Context: an optimization exercise on an open-source flow, tuned for small area, a short achievable clock period and few clock cycles per item. The choices shown serve that exercise and are no tape-out recipe.
The RTL was checked by simulation tests, not by an equivalence proof against the original design.
Power is estimated from default activity; no workload was simulated.

==> flow/standard.sh <==
#!/bin/bash
# synth_recipe.tcl (not shown) runs the flow's synth.tcl, then flattens the netlist and writes it again
# the make line also repeats each setting of config.mk as NAME=value (left out here)
make -C /OpenROAD-flow-scripts/flow DESIGN_CONFIG=/design/flow/config.mk WORK_HOME=/design/flow/orfs CLKGATE_MAP_FILE= SYNTH_SCRIPT=/design/flow/synth_recipe.tcl "${@:-finish}"
==> flow/flow/run.sh <==
#!/bin/bash
# The standard layout, with the timing repair aimed at a shorter period
# than the design's (a larger setup slack margin). The synthesis is the
# standard one, run unchanged; the SDC, floorplan and every other step are
# the standard flow's own. Each run's full output goes to a log file here; ORFS keeps
# each step's log under orfs/logs.
set -euo pipefail
MARGIN=6.0
bash standard.sh synth > synth.log 2>&1
bash standard.sh SETUP_SLACK_MARGIN=$MARGIN finish > layout.log 2>&1
==> flow/config.mk <==
export PLATFORM = sky130hd
export DESIGN_NAME = canonical_huffman_bit_decoder
export DESIGN_NICKNAME = canonical_huffman_bit_decoder
export VERILOG_FILES = /design/flow/design.v
export SDC_FILE = /design/flow/constraint.sdc
export NUM_CORES = 4
export LEC_CHECK = 0
export CAP_MARGIN = 20
export CORE_MARGIN = 2
export CORE_UTILIZATION = 40
export CTS_CLUSTER_DIAMETER = 100
export CTS_CLUSTER_SIZE = 30
export PLACE_DENSITY = 0.72
export SLEW_MARGIN = 20
==> flow/design.v <==
`timescale 1ns / 1ps
package chbd_pkg;
  localparam int NUM_LEN = 16;   
  localparam int LEN_IW  = 4;    
  typedef logic [2:0] opcode_t;
  localparam opcode_t OP_CLEAR  = 3'd0;
  localparam opcode_t OP_COUNT  = 3'd1;
  localparam opcode_t OP_SYMBOL = 3'd2;
  localparam opcode_t OP_FINISH = 3'd3;
  localparam opcode_t OP_DECODE = 3'd4;
  typedef logic [2:0] status_t;
  localparam status_t ST_OK       = 3'd0;
  localparam status_t ST_SYMBOL   = 3'd1;
  localparam status_t ST_INVALID  = 3'd2;
  localparam status_t ST_NOTBUILT = 3'd3;
  localparam status_t ST_OVERFULL = 3'd4;
  localparam status_t ST_MISMATCH = 3'd5;
endpackage
`timescale 1ns / 1ps
import chbd_pkg::*;
module chbd_build_walk (
  input  logic                  clk,
  input  logic                  rst,
  input  logic                  go_bg,      
  input  logic                  clr,        
  input  logic                  go_st,      
  input  logic [8:0]            total,      
  input  logic [7:0]            n,          
  output logic [3:0]            idx,
  output logic                  busy,       
  output chbd_pkg::status_t     st_status,  
  output logic                  r_ofl,
  output logic [11:0]           r_sum,
  output logic [15:0]           r_free,     
  output logic [4:0]            r_longest
);
  logic        active;
  logic        prime;      
  logic        st_mode;
  logic [7:0]  n_q;        
  logic [3:0]  k;
  logic [16:0] f;
  logic [12:0] acc;
  logic [17:0] fd;
  logic [12:0] as;
  logic        ofl_here;
  logic        kv_fail;
  logic        last_len;
  logic        nz;
  logic        step;
  always_comb begin
    fd       = {1'b0, f} - {10'd0, n_q};
    as       = acc + {5'd0, n_q};
    ofl_here = fd[17];
    kv_fail  = !as[12];
    last_len = (k == 4'd15);
    nz       = (n_q != 8'd0);
    step     = active && !prime;
  end
  assign idx  = prime ? 4'd0 : k + 4'd1;
  assign busy = active;
  always_ff @(posedge clk) begin
    if (rst || clr) begin
      active  <= 1'b0;
      prime   <= 1'b0;
      st_mode <= 1'b0;
    end else if (go_bg || go_st) begin
      active  <= 1'b1;
      prime   <= 1'b1;
      st_mode <= go_st;
    end else begin
      prime <= 1'b0;
      if (step && (last_len || (st_mode && (ofl_here || kv_fail)))) active <= 1'b0;
    end
  end
  always_ff @(posedge clk) begin
    if (step && st_mode) begin
      st_status <= ((ofl_here || kv_fail) && (f[16:10] == 7'd0) && (~acc[9:0] > f[9:0]))
                   ? ST_OVERFULL : ST_MISMATCH;
    end
  end
  always_ff @(posedge clk) begin
    if (go_bg || go_st) begin
      k   <= '0;
      f   <= 17'd2;
      acc <= go_st ? ~{4'd0, total} : 13'd0;
    end else if (step) begin
      k   <= k + 4'd1;
      f   <= {fd[15:0], 1'b0};
      acc <= as;
    end
    n_q <= n;
  end
  always_ff @(posedge clk) begin
    if (rst || clr) begin
      r_ofl     <= 1'b0;
      r_sum     <= '0;
      r_free    <= '0;
      r_longest <= '0;
    end else if (go_bg) begin
      r_ofl     <= 1'b0;
      r_free    <= '0;
      r_longest <= '0;
    end else if (step && !st_mode) begin
      r_ofl <= r_ofl || ofl_here;
      if (last_len) r_sum <= as[11:0];
      if (nz) begin
        r_free    <= fd[15:0];
        r_longest <= {1'b0, k} + 5'd1;
      end
    end
  end
endmodule
`timescale 1ns / 1ps
import chbd_pkg::*;
module canonical_huffman_bit_decoder #(
  parameter int MAX_CODE_LENGTH = 16,
  parameter int MAX_SYMBOLS     = 256
) (
  input  logic              clk,
  input  logic              rst,
  input  logic              start,
  output logic              busy,
  input  chbd_pkg::opcode_t opcode,
  input  logic [4:0]        level,
  input  logic [7:0]        count,
  input  logic [7:0]        symbol_index,
  input  logic [7:0]        symbol,
  input  logic [8:0]        value_total,
  input  logic              bit_req,
  output logic              done,
  output chbd_pkg::status_t status,
  output logic [7:0]        decoded_symbol,
  output logic [4:0]        code_length
);
  logic [8:0]  in_tot;
  logic [15:0] in_p;
  always_comb begin
    in_tot = (value_total > 9'd256) ? 9'd257 : value_total;
    unique case (opcode)
      OP_COUNT:  in_p = {3'd0, level, count};
      OP_SYMBOL: in_p = {symbol_index, symbol};
      OP_FINISH: in_p = {7'd0, in_tot};
      default:   in_p = {15'd0, bit_req};
    endcase
  end
  logic        a_v;
  logic [2:0]  a_op;
  logic [15:0] a_p;
  logic        a_b;        
  logic        a_sym_n;    
  logic [15:0] a_wa_hi_n;  
  logic [15:0] a_wa_lo_n;
  logic        a_hold;
  logic        accept;
  assign accept = start && !busy;
  logic rst_q;
  always_ff @(posedge clk) rst_q <= rst;
  always_ff @(posedge clk) begin
    if (rst) begin
      a_v <= 1'b0;
    end else if (!a_hold) begin
      a_v <= accept;
    end
  end
  always_ff @(posedge clk) begin
    if (!busy) begin
      a_op <= opcode;
      a_p  <= in_p;
      a_b  <= bit_req;
    end
  end
  logic [7:0]  counts [NUM_LEN];
  logic        ready;
  logic [4:0]  k;        
  logic [8:0]  q;        
  logic        eq;       
  logic [8:0]  off;      
  logic [7:0]  r_cnt;    
  logic        r_lb;     
  logic        r_lv;     
  logic [8*MAX_SYMBOLS-1:0] sym_ram;    
  logic [7:0]               r1_pos;
  logic              w_busy;
  chbd_pkg::status_t w_st_status;
  logic              w_ofl;
  logic [11:0]       w_sum;
  logic [15:0]       w_free;
  logic [4:0]        w_longest;
  logic [3:0]        w_idx;
  logic              w_go_st;
  logic a_clear, a_count, a_symbol, a_finish, a_decode;
  always_comb begin
    a_clear  = a_v && (a_op == OP_CLEAR);
    a_count  = a_v && (a_op == OP_COUNT);
    a_symbol = a_v && (a_op == OP_SYMBOL);
    a_finish = a_v && (a_op == OP_FINISH);
    a_decode = a_v && (a_op == OP_DECODE);
  end
  logic [3:0] c_idx;
  logic [7:0] c_n;
  assign c_idx = w_busy ? w_idx : 4'(k + 5'd1);
  assign c_n   = counts[c_idx];
  logic fin_ok;
  logic fin_wait;     
  assign fin_ok  = !w_ofl && (w_sum == {3'd0, a_p[8:0]});
  assign w_go_st = a_finish && !w_busy && !fin_wait && !fin_ok;
  logic fin_take;
  logic fin_built;
  assign a_hold    = a_finish && (w_busy || (!fin_wait && !fin_ok));
  assign fin_take  = a_finish && !a_hold;
  assign fin_built = fin_take && !fin_wait;
  always_ff @(posedge clk) begin
    if (rst) begin
      fin_wait <= 1'b0;
    end else if (w_go_st) begin
      fin_wait <= 1'b1;
    end else if (fin_take) begin
      fin_wait <= 1'b0;
    end
  end
  logic in_fin_ok;
  assign in_fin_ok = !w_ofl && (w_sum == {3'd0, in_tot});
  always_ff @(posedge clk) begin
    if (rst) begin
      a_sym_n <= 1'b1;
    end else begin
      a_sym_n <= !(accept && (opcode == OP_SYMBOL));
    end
  end
  always_ff @(posedge clk) begin
    for (int j = 0; j < 16; j++) begin
      a_wa_hi_n[j] <= (symbol_index[7:4] != 4'(j));
      a_wa_lo_n[j] <= (symbol_index[3:0] != 4'(j));
    end
  end
  always_ff @(posedge clk) begin
    if (rst) begin
      busy <= 1'b0;
    end else begin
      busy <= a_hold ||
              (accept && (opcode == OP_FINISH) &&
               (w_busy || a_count || a_clear || !in_fin_ok));
    end
  end
  chbd_build_walk u_walk (
    .clk       (clk),
    .rst       (rst_q),
    .go_bg     (a_count),
    .clr       (a_clear),
    .go_st     (w_go_st),
    .total     (a_p[8:0]),
    .n         (c_n),
    .idx       (w_idx),
    .busy      (w_busy),
    .st_status (w_st_status),
    .r_ofl     (w_ofl),
    .r_sum     (w_sum),
    .r_free    (w_free),
    .r_longest (w_longest)
  );
  logic        b;
  logic        hit;
  logic        inv;
  logic [9:0]  q_sub;
  logic [4:0]  dl;
  logic [8:0]  pos;
  always_comb begin
    b     = a_b;
    dl    = k + 5'd1;
    hit   = (q[8:7] == 2'd0) && ({q[6:0], b} < r_cnt);
    inv   = !r_lv || (eq && b && !r_lb);
    q_sub = {q, b} - {2'd0, r_cnt};
    pos   = off + {1'b0, q[6:0], b};
  end
  logic [7:0] row1_cnt;
  logic       row1_lb;
  logic       row1_lv;
  logic [7:0] rown_cnt;
  logic       rown_lb;
  logic       rown_lv;
  logic [4:0] kn;
  logic [4:0] lb1_i;
  logic [4:0] lbn_i;
  always_comb begin
    row1_cnt = counts[0];
    lb1_i    = w_longest - 5'd1;
    row1_lb  = !w_free[lb1_i[3:0]];
    row1_lv  = (w_longest != 5'd0);
    kn       = k + 5'd2;
    rown_cnt = c_n;
    lbn_i    = w_longest - kn;
    rown_lb  = !w_free[lbn_i[3:0]];
    rown_lv  = (kn <= w_longest);
  end
  logic part_clr;
  assign part_clr = a_clear || a_count || a_symbol || fin_built ||
                    (a_decode && ready && !inv && hit);
  always_ff @(posedge clk) begin
    if (rst_q) begin
      for (int i = 0; i < NUM_LEN; i++) counts[i] <= '0;
      ready <= 1'b0;
    end else begin
      if (a_clear) begin
        for (int i = 0; i < NUM_LEN; i++) counts[i] <= '0;
      end
      if (a_count && (a_p[12:8] >= 5'd1) && (a_p[12:8] <= 5'd16)) begin
        counts[4'(a_p[12:8] - 5'd1)] <= a_p[7:0];
      end
      if (a_clear || a_count || a_symbol) ready <= 1'b0;
      if (fin_take) ready <= !fin_wait;
    end
  end
  always_ff @(posedge clk) begin
    if (rst_q || part_clr) begin
      k     <= '0;
      q     <= '0;
      eq    <= 1'b1;
      off   <= '0;
      r_cnt <= row1_cnt;
      r_lb  <= row1_lb;
      r_lv  <= row1_lv;
    end else if (a_decode && ready && !inv) begin
      k     <= dl;
      q     <= q_sub[8:0];
      eq    <= eq && (b == r_lb);
      off   <= off + {1'b0, r_cnt};
      r_cnt <= rown_cnt;
      r_lb  <= rown_lb;
      r_lv  <= rown_lv;
    end
  end
  always_ff @(posedge clk) begin
    for (int i = 0; i < MAX_SYMBOLS; i++) begin
      if (!(a_sym_n || a_wa_hi_n[i / 16] || a_wa_lo_n[i % 16])) sym_ram[8*i +: 8] <= a_p[7:0];
    end
  end
  logic [7:0] rd_data;
  assign rd_data = sym_ram[8*r1_pos +: 8];
  logic              r1_v;
  chbd_pkg::status_t r1_st;
  logic [4:0]        r1_len;
  logic              r1_sym;
  always_ff @(posedge clk) begin
    if (rst) begin
      r1_v <= 1'b0;
    end else begin
      r1_v <= a_v && !a_hold;
    end
  end
  always_ff @(posedge clk) begin
    r1_st  <= ST_OK;
    r1_len <= '0;
    r1_sym <= 1'b0;
    r1_pos <= pos[7:0];
    if (a_decode) begin
      if (!ready) begin
        r1_st <= ST_NOTBUILT;
      end else if (inv) begin
        r1_st <= ST_INVALID;
      end else if (hit) begin
        r1_st  <= ST_SYMBOL;
        r1_len <= dl;
        r1_sym <= !pos[8];
      end
    end
    if (a_finish && fin_wait) r1_st <= w_st_status;
  end
  logic              r2_v;
  chbd_pkg::status_t r2_st;
  logic [4:0]        r2_len;
  logic [7:0]        r2_sym;
  always_ff @(posedge clk) begin
    if (rst || !r1_v) begin
      r2_v   <= 1'b0;
      r2_st  <= ST_OK;
      r2_len <= '0;
      r2_sym <= '0;
    end else begin
      r2_v   <= 1'b1;
      r2_st  <= r1_st;
      r2_len <= r1_len;
      r2_sym <= r1_sym ? rd_data : 8'd0;
    end
  end
  logic              r3_v;
  chbd_pkg::status_t r3_st;
  logic [4:0]        r3_len;
  logic [7:0]        r3_sym;
  always_ff @(posedge clk) begin
    if (rst) begin
      r3_v   <= 1'b0;
      r3_st  <= ST_OK;
      r3_len <= '0;
      r3_sym <= '0;
    end else begin
      r3_v   <= r2_v;
      r3_st  <= r2_st;
      r3_len <= r2_len;
      r3_sym <= r2_sym;
    end
  end
  assign done           = r3_v;
  assign status         = r3_st;
  assign code_length    = r3_len;
  assign decoded_symbol = r3_sym;
endmodule
==> flow/constraint.sdc <==
create_clock -name core_clock -period 9.0 [get_ports {clk}]
set_input_delay 1.8000 -clock core_clock [delete_from_list [all_inputs] [get_ports {clk}]]
set_output_delay 1.8000 -clock core_clock [all_outputs]
set_load 0.01 [all_outputs]
==> results of run 1 <==
[layer usage]
metal  wire [um]  global-route usage  share of wire  up-vias
li1            -                   -              -    20300
met1       89200               0.254           0.39    25600
met2      110000               0.297           0.48     2574
met3       22700              0.0388          0.099      352
met4        8500              0.0632          0.037        0
met5           0                   0              0        -
[final timing paths]
path / start / cells past startpoint / to
worst max-delay path: r3_v / 1 / done
worst min-delay path: r1_st[0] / 1 / r2_st[0]
worst max register to register: r1_pos[0] / 9 / r2_sym[3]
worst min register to register: r1_st[0] / 1 / r2_st[0]
[cells by family (layout without fill, tap and decap cells)]
family / count (synthesis) / after routing / synth area share
buf+inv: 385 / 456 / 0.0190
xor+xnor: 67 / 67 / 0.00618
mux: 638 / 638 / 0.139
flops: 2396 / 2396 / 0.739
fa+ha+maj: 67 / 67 / 0.00930
compound gates: 513 / 513 / 0.0347
simple gates: 1073 / 1074 / 0.0530
[cell type report]
| type | instances | area (sq um) |
|---|---|---|
| tap | 3150 | 3940 |
| sequential | 2396 | 70200 |
| timing repair buffer | 211 | 2750 |
| fill | 20000 | 132000 |
| inverter | 85 | 323 |
| clock inverter | 10 | 236 |
| multi-input combinational | 2359 | 23500 |
| clock buffer | 150 | 2560 |
[flip-flops by register name, summed over array words and instances (netlist names), 9 cells and up]
register and cells:
a_wa_hi_n 16, u_walk.r_free 16, u_walk.acc 13, u_walk.f 16
u_walk.r_sum 12, a_p 13, a_wa_lo_n 16, sym_ram 2048
off 9, counts 128, q 9
[synth_stat cells, drive strengths merged, types with 9 or more instances]
| master | n | area (sq um) |
|---|---|---|
| nand3 | 67 | 335 |
| a211oi | 84 | 631 |
| a311oi | 16 | 140 |
| a21o | 13 | 97.6 |
| clkbuf | 164 | 616 |
| o221ai | 9 | 78.8 |
| edfxtp | 2217 | 66600 |
| inv | 78 | 293 |
| and2 | 173 | 1080 |
| mux4 | 544 | 12300 |
| nand2b | 27 | 169 |
| a31oi | 23 | 144 |
| nand2 | 189 | 712 |
| buf | 136 | 867 |
| o211ai | 10 | 80.1 |
| nor2b | 43 | 269 |
| or2 | 21 | 131 |
| xor2 | 20 | 175 |
| nor3 | 40 | 215 |
| mux2i | 73 | 731 |
| xnor2 | 47 | 412 |
| nor2 | 457 | 1720 |
| o22ai | 116 | 732 |
| dfxtp | 179 | 3580 |
| o21ai | 71 | 359 |
| a21oi | 120 | 601 |
| nand4 | 9 | 56.3 |
| mux2 | 21 | 236 |
| nor4 | 16 | 106 |
| ha | 61 | 763 |
[power by group through the flow]
stage          Sequential (mW)  Clock, mW  Combinational, mW
6_report                  12.5       5.38               1.62
5_1_grt                   12.5       5.79               1.77
4_1_cts                   12.5       5.44               1.58
3_5_place_dp              12.8          0               1.51
3_3_place_gp              12.7          0               1.46
2_1_floorplan             12.9          0              0.958
[timing repair]
action                                  in CTS  in global routing
setup buffers                               29                 25
pin swaps                                   10                  6
cloned                                      17                  4
resized for setup                          199                 61
endpoints found under the setup margin     217                138
==> reports/results.txt, run 1 <==
Worst setup skew after layout: 0.0521 ns. The leakage power figure is 32.1 nW. The top cell types in the final layout, fill and taps aside, are 2217 x sky130_fd_sc_hd__edfxtp_1, 544 x sky130_fd_sc_hd__mux4_2, 455 x sky130_fd_sc_hd__nor2_1.

Kind of critical path: flop to primary output. Leaving out fill and tap cells, the most frequent cell in the layout is sky130_fd_sc_hd__edfxtp_1. For the net count reported at finish, the log shows 5257. After clock tree synthesis, the flow added hold-fix buffers numbering 0.

The tree is rooted in a sky130_fd_sc_hd__clkbuf_16. The tightest min-delay check is of the flop to flop type. For the number of unique standard cell types used by synthesis, the log shows 73. The highest attainable clock frequency is 326 MHz, and the antenna violation net count after detailed routing is 0.

For the portion of total power attributed to sequential cells, the log shows 0.641. The critical-path maximum fanout is 1, and the deepest clock path buffer count is 3. The worst path in the final design needs a cycle of 3.07 ns, including I/O delays and setup. The worst hold margin came out at 0.447 ns. The worst relative slew slack came out at 0.179.

For the setup slack at placement, the log shows 4.24 ns. Across all setup checks in the final design, the least slack found is 5.93 ns. Buffers inserted during clock tree synthesis total 92. The netlist area before placement was 0.0950 sq mm. The finished layout holds 8361 standard cells, fillers aside.

The tools report the total congestion overflow as 0. Setup repair after global routing could not meet its margin everywhere. For this design the total switching power over the nets is 4.47 mW.

Post-synthesis cell count: 5139. The overall die area was 0.241 sq mm; the proportion of register bits with asynchronous set or reset after synthesis was 0. The first global-routing pass estimated 334000 um of wire. The count of buffers added on input and output ports is 62. After synthesis the netlist holds a flip-flop and latch count of 2396. Traced cell by cell, the critical path runs through buf_6.

Overall die width: 491 um. The final number of hold-violating endpoints came out at 0. The area added between synthesis and finish is 8.97%. The final core utilization came out at 0.439. Entering global routing, the biggest net connects 204 pins. The critical path capture point type was a primary output.

Sum of net half-perimeters after detailed placement: 135000 um. The number of antenna violations at the first check in global routing is 4. The clock sink count is 2396, and the arrival time of the worst setup path is 1.27 ns. The via count of the first global-routing pass is 48.4k, and the clock network fraction of total power is 0.276. The family with the most delay on the worst path is flip-flops.

The tools report the final-report max-slew violation count as 0. STA classifies the critical path startpoint as a flop. The Yosys step of the flow raised 2 warnings. The longest individual stage delay on the worst path is 0.38 ns. The fraction of layout instances using a drive strength above 1 is 0.186.

The number of nets in the synthesized netlist is 5251, and the die boundary height is 491 um. The cell-internal power came out at 15.0 mW. The run finished with no timing, DRC or antenna violations. Post-route fraction of the period consumed by the critical path: 0.341. TritonCTS built the clock tree. The slowest stage of the critical path is the sky130_fd_sc_hd__dfxtp_4 cell.

The finished cells cover 0.104 sq mm. For the portion of total power attributed to combinational logic, the log shows 0.083. The dominant synthesized flop cell is sky130_fd_sc_hd__edfxtp_1.

The instance area after placement was 0.0989 sq mm. In the routed layout, each cell is associated on average with a via count of 5.84. The number of DRC violations after detailed routing is 0, and the count of flip-flops with a built-in enable after synthesis is 2217.

The fraction of the yosys area taken by sequential cells is 0.739, and the area of the core is 0.236 sq mm. Dividing the detail-routed wire length by the instance count gives 27.5 um. For this block, the routed nets add up to 230000 um of wire. The starting utilization of the core area is 0.403, and the total power after layout is 19.5 mW. Row generation in the floorplan step produced 178 rows.

In this run the mean area of a mapped cell was 18.5 sq um. At the worst endpoint, the required time is 7.20 ns. The logs give 0.186 for the global-route total usage across every layer and 0 for the number of maximum-capacitance constraint violations. The H-tree depth came out at 3. For this design the ratio of total power to cell area is 188 mW/mm^2. The sum of buffers and inverters on the critical path was 1; the number of DRC markers in iteration 0 was 6617. Setup violations remaining at the end of the flow were counted as 0. The clock latency of the later-clocked register in the worst-skew pair came out at 0.81 ns. The final estimated routing congestion in global placement is 0.886, and the final-layout setup total negative slack is 0 ns. In this run the count of I/O pins placed on the die edge is 63.

The total number of vias came out at 48.8k. Counting tap cells, the placed design contains a total of 8124 instances. The minimum setup slack among reg-to-reg paths is 5.94 ns. After clock tree synthesis, the clock-pin slew on the worst setup and hold paths is 0.11 ns. The length of the first detailed-routing pass in iterations is 5. VDD sags by at most 145 uV.

The switching part of the total was 0.229. The antenna diode count is 0. For the pin with the worst max-slew slack, the measured transition is 1.23 ns.
Testbench counts, summed over its fixed seeds: cycles 92,214, items 91,490.
==> run 2, diff against run 1 <==
--- a/flow/config.mk
+++ b/flow/config.mk
@@ -10,5 +10,4 @@
 export CORE_UTILIZATION = 40
 export CTS_CLUSTER_DIAMETER = 100
 export CTS_CLUSTER_SIZE = 30
-export PLACE_DENSITY = 0.72
 export SLEW_MARGIN = 20
==> run 2 against run 1 <==
Against the previous run: still clean; global-route usage increased by 1.0 points; sequential share of layout area increased by 0.17 points; maximum frequency decreased by 2.6%; worst hold slack got worse by 0.0034 ns; count of clock-buffer cells in the layout decreased by 5; critical endpoint is now decoded_symbol[7].
==> reports/results.txt, run 2 <==
The logs give 2396 (unchanged) for the clock sink count and 0 (unchanged) for the number of DRC violations after detailed routing. The run gives 0.438 (was 0.439) as the final core utilization. The tools report the endpoint of the worst setup timing path as decoded_symbol[7] (was done). The synthesized area per cell is 18.5 sq um (unchanged), and the fraction of layout instances using a drive strength above 1 is 0.189 (was 0.186). The via count of the first global-routing pass was 46.8k (was 48.4k); the area of the core was 0.236 sq mm (unchanged). The area added between synthesis and finish works out to 8.73% (was 8.97%). The nature of the critical path startpoint is a flop (unchanged). The proportion of register bits with asynchronous set or reset after synthesis came out at 0 (unchanged). The family with the most delay on the worst path is flip-flops (unchanged). Final number of hold-violating endpoints: 0 (unchanged). The run gives 1.35 ns (was 1.27 ns) as the arrival time of the worst setup path.

The critical-path maximum fanout came out at 1 (unchanged). The classification of the worst-slack hold path was flop to flop (unchanged). The tools report the wire length of the first global-routing pass as 345000 um (was 334000 um). The tools report the critical path capture point type as a primary output (unchanged).

The number of vias per cell after detailed routing works out to 5.72 (was 5.84). The register name with the most flops was sym_ram (unchanged). The logs give 0 (unchanged) for the final setup violation count and 3 (unchanged) for the deepest clock path buffer count. The flow ran to the end and the layout has no timing, DRC or antenna violations. The highest attainable clock frequency is 318 MHz (was 326 MHz), and the synthesized flop and latch total is 2396 (unchanged). The Yosys warning count is 2 (unchanged), and the proportion of netlist area held by the largest area contributor is 0.701 (unchanged).

The TritonCTS buffer count is 93 (was 92). The maximum number of pins on one net before global-route repair is 194 (was 204). Setup repair after global routing could not meet its margin everywhere. Overall die width: 491 um (unchanged). The tools report the row count as 178 (unchanged). For the netlist area before placement, the log shows 0.0950 sq mm (unchanged). Biggest registers after layout: sym_ram x2048, counts x128 (unchanged). The run gives 0.241 sq mm (unchanged) as the overall die area.

The routed wire length was 242000 um (was 230000 um); the slew at the pin closest to its max-slew limit was 1.20 ns (was 1.23 ns). The final critical delay including setup and external delays is 3.15 ns (was 3.07 ns). The flip-flop count of the largest register after layout works out to 2048 (unchanged). The capture instance of the worst register-to-register path is r2_sym[2] (was r2_sym[3]). For the total of fill cells in the finished design, the log shows 20.4k (was 20.0k).

The tools report the global-route total usage across every layer as 0.196 (was 0.186). Library cell with the largest summed area after synthesis: sky130_fd_sc_hd__edfxtp_1 (unchanged). The tools report the source of the critical timing path as r3_sym[7] (was r3_v).

Top area cells in the synthesized netlist: sky130_fd_sc_hd__edfxtp_1 70%, sky130_fd_sc_hd__mux4_2 13%, sky130_fd_sc_hd__dfxtp_1 3.8%, sky130_fd_sc_hd__nor2_1 1.8%, sky130_fd_sc_hd__and2_1 1.1% (unchanged). The clock-pin slew reported for the worst setup and hold paths after clock tree synthesis is 0.12 ns (was 0.11 ns), and the number of hold buffers added after CTS is 0 (unchanged). The final-report max-slew violation count came out at 0 (unchanged). Dominant synthesized flop cell: sky130_fd_sc_hd__edfxtp_1 (unchanged).

TritonCTS built the clock tree. The depth of the most critical reg-to-reg path is 10 (was 9), and the worst hold margin is 0.443 ns (was 0.447 ns). The antenna violation net count after detailed routing came out at 0 (unchanged). The number of unique standard cell types used by synthesis was 73 (unchanged). The kind of critical path is flop to primary output (unchanged). The total number of cells along the worst setup path is 1 (unchanged), and the total congestion overflow is 0 (unchanged). The count of flip-flops with a built-in enable after synthesis was 2217 (unchanged). Commonest cells in the netlist: 2217 x sky130_fd_sc_hd__edfxtp_1, 544 x sky130_fd_sc_hd__mux4_2, 457 x sky130_fd_sc_hd__nor2_1 (unchanged).

The buffer cell driving the clock tree root was sky130_fd_sc_hd__clkbuf_16 (unchanged). The minimum setup slack among reg-to-reg paths was 5.97 ns (was 5.94 ns); the wire length per cell after detailed routing was 29.0 um (was 27.5 um). The number of nets in the synthesized netlist was 5251 (unchanged); the post-route fraction of the period consumed by the critical path was 0.350 (was 0.341). For the worst relative slew slack, the log shows 0.200 (was 0.179). Startpoint of the worst-slack reg-to-reg timing path: r1_pos[3] (was r1_pos[0]). Most common cell after layout, fill and taps aside: sky130_fd_sc_hd__edfxtp_1 (unchanged).

The tools report the number of antenna violations at the first check in global routing as 12 (was 4). The run gives 0.0952 ns (was 0.0521 ns) as the worst setup skew after layout. Dominant cell by count in the synthesized netlist: sky130_fd_sc_hd__edfxtp_1 (unchanged). The longest individual stage delay on the worst path was 0.38 ns (about the same). The run gives 3 (unchanged) as the H-tree depth.

Post-synthesis cell count: 5139 (unchanged). The net count reported at finish was 5254 (was 5257). Most frequent cells in the layout: 2217 x sky130_fd_sc_hd__edfxtp_1, 544 x sky130_fd_sc_hd__mux4_2, 449 x sky130_fd_sc_hd__nor2_1 (was 2217 x sky130_fd_sc_hd__edfxtp_1, 544 x sky130_fd_sc_hd__mux4_2, 455 x sky130_fd_sc_hd__nor2_1). Number of DRC markers in iteration 0: 5884 (was 6617).

Cell breakdown of the critical path: buf_6 (unchanged). The number of primary I/O pins was 63 (unchanged); the final-layout setup total negative slack was 0 ns (unchanged). The run gives 148000 um (was 135000 um) as the sum of net half-perimeters after detailed placement. The fraction of the yosys area taken by sequential cells was 0.739 (unchanged). The total number of vias is 47.9k (was 48.8k).

The tools report the leakage power figure as 31.9 nW (was 32.1 nW). The number of port buffers came out at 62 (unchanged). The sum of buffers and inverters on the critical path was 1 (unchanged); the die boundary height was 491 um (unchanged). The starting utilization of the core area is 0.403 (unchanged), and the final estimated routing congestion in global placement is 0.870 (was 0.886). The tools report the number of maximum-capacitance constraint violations as 0 (unchanged). Cell with the largest stage delay on the worst path: sky130_fd_sc_hd__dfxtp_4 (unchanged).

The required time reported for the critical path endpoint is 7.20 ns (about the same). The length of the first detailed-routing pass in iterations is 7 (was 5), and the largest voltage drop on the vdd net is 159 uV (was 145 uV). The power density over the cells was 190 mW/mm^2 (was 188 mW/mm^2); the clock latency of the later-clocked register in the worst-skew pair was 0.84 ns (was 0.81 ns).
-- run 2: per-stage QoR --
step / cell area (sq um) / power, mW / cells / worst slack (ns)
final: 103000 / 19.6 / 8367 / 5.85
after global routing: 103000 / 20.2 / 8364 / 5.84
after CTS: 103000 / 19.7 / 8348 / 5.80
after detailed placement: 99000 / 14.3 / 8143 / 4.46
after global placement: 99000 / 14.3 / 8143 / 4.54
after floorplan: 95000 / 13.8 / 5139 / 3.82
-- run 2: cell type report --
type	count	area, sq um	area share
clock inverters	19	325	0.00315
multi-input cells	2359	23500	0.227
clock buffers	145	2580	0.0250
flip-flops and latches	2396	70200	0.680
repair buffers	207	2390	0.0231
well taps	3150	3940	0.0382
diodes	6	15.0	0.000145
inverters	85	319	0.00309
-- run 2: how the worst min path moves through the flow --
stage	end	from	cells after the start
2_1_floorplan	r2_len[0]	r1_len[0]	1
3_3_place_gp	r2_len[4]	r1_len[4]	1
3_5_place_dp	r2_len[4]	r1_len[4]	1
4_1_cts	r3_st[0]	r2_st[0]	1
5_1_grt	r2_len[4]	r1_len[4]	1
6_report	r2_len[4]	r1_len[4]	1
-- run 2: timing repair --
item	CTS	global route
setup endpoints to repair	281	206
gates cloned	8	2
pin swaps	6	6
gates resized for setup	199	61
hold endpoints to repair	0	0
buffers inserted	33	11
-- run 2: routing by layer --
metal / vias to the layer above / wire length [um] / part of all wire / global-route usage
li1: 20300 / - / - / -
met1: 25500 / 103000 / 0.43 / 0.284
met2: 1730 / 115000 / 0.47 / 0.309
met3: 290 / 17200 / 0.071 / 0.0291
met4: 2 / 7070 / 0.029 / 0.0574
met5: - / 19 / 0.000078 / 0
-- run 2: kinds of logic (layout without fill, tap and decap cells) --
group | count (synthesis) | in the layout | share of synthesized area
mux | 638 | 638 | 0.139
compound gates | 513 | 513 | 0.0347
xor+xnor | 67 | 67 | 0.00618
fa+ha+maj | 67 | 67 | 0.00930
buf+inv | 385 | 456 | 0.0190
other cells | 0 | 6 | 0
flops | 2396 | 2396 | 0.739
simple gates | 1073 | 1074 | 0.0530
-- run 2: report_power, final --
group          internal [mW]  total, mW  switching, mW
Clock                   2.12       5.53           3.41
Combinational          0.597       1.61           1.01
Sequential              12.4       12.5          0.122
-- run 2: worst register-to-register path: stages, from the launching register on --
cell and delay, ns:
sky130_fd_sc_hd__dfxtp_2 0.54, sky130_fd_sc_hd__nor2_4 0.14, sky130_fd_sc_hd__buf_6 0.21, sky130_fd_sc_hd__nand3_4 0.27
sky130_fd_sc_hd__buf_4 0.33, sky130_fd_sc_hd__o22ai_1 0.19, sky130_fd_sc_hd__nor2_1 0.40, sky130_fd_sc_hd__nand3_1 0.29
sky130_fd_sc_hd__o22ai_1 0.43, sky130_fd_sc_hd__a21oi_1 0.09, sky130_fd_sc_hd__nand3_1 0.10

==> what the ideal ports hide <==
The results above use ideal ports. As a check the final layouts listed here were re-extracted and re-timed, cells and wires unchanged.
Step 1: set_driving_cell puts a clkbuf_16 on clk and a buf_2 on each other input, an assumption about the parent block.
Step 2 moves the port delays by t, midway between the first and last clock arrival at a register: inputs arrive t later, outputs are due t later. That takes back most of the time a late clock gives input paths.
Three values: ideal ports, drivers, drivers and shift; two values: the first two.
| run | t (ns) | slack for setup (ns) | latest minus earliest clock arrival (ns) | slew at the worst register clock pin (ns) | worst slew at a driven data input, ns |
|---|---|---|---|---|---|
| run 1 | 0.866 | 5.933 / 5.847 / 5.252 | 0.068 / 0.068 | 0.12 / 0.12 | 0.04 |
| run 2 | 0.881 | 5.852 / 5.763 / 5.165 | 0.098 / 0.097 | 0.12 / 0.12 | 0.23 |
After both steps every run listed still meets setup and hold. For run 2, which loses most, drivers alone change the setup slack by -0.089 ns; drivers and shift together by -0.687 ns.
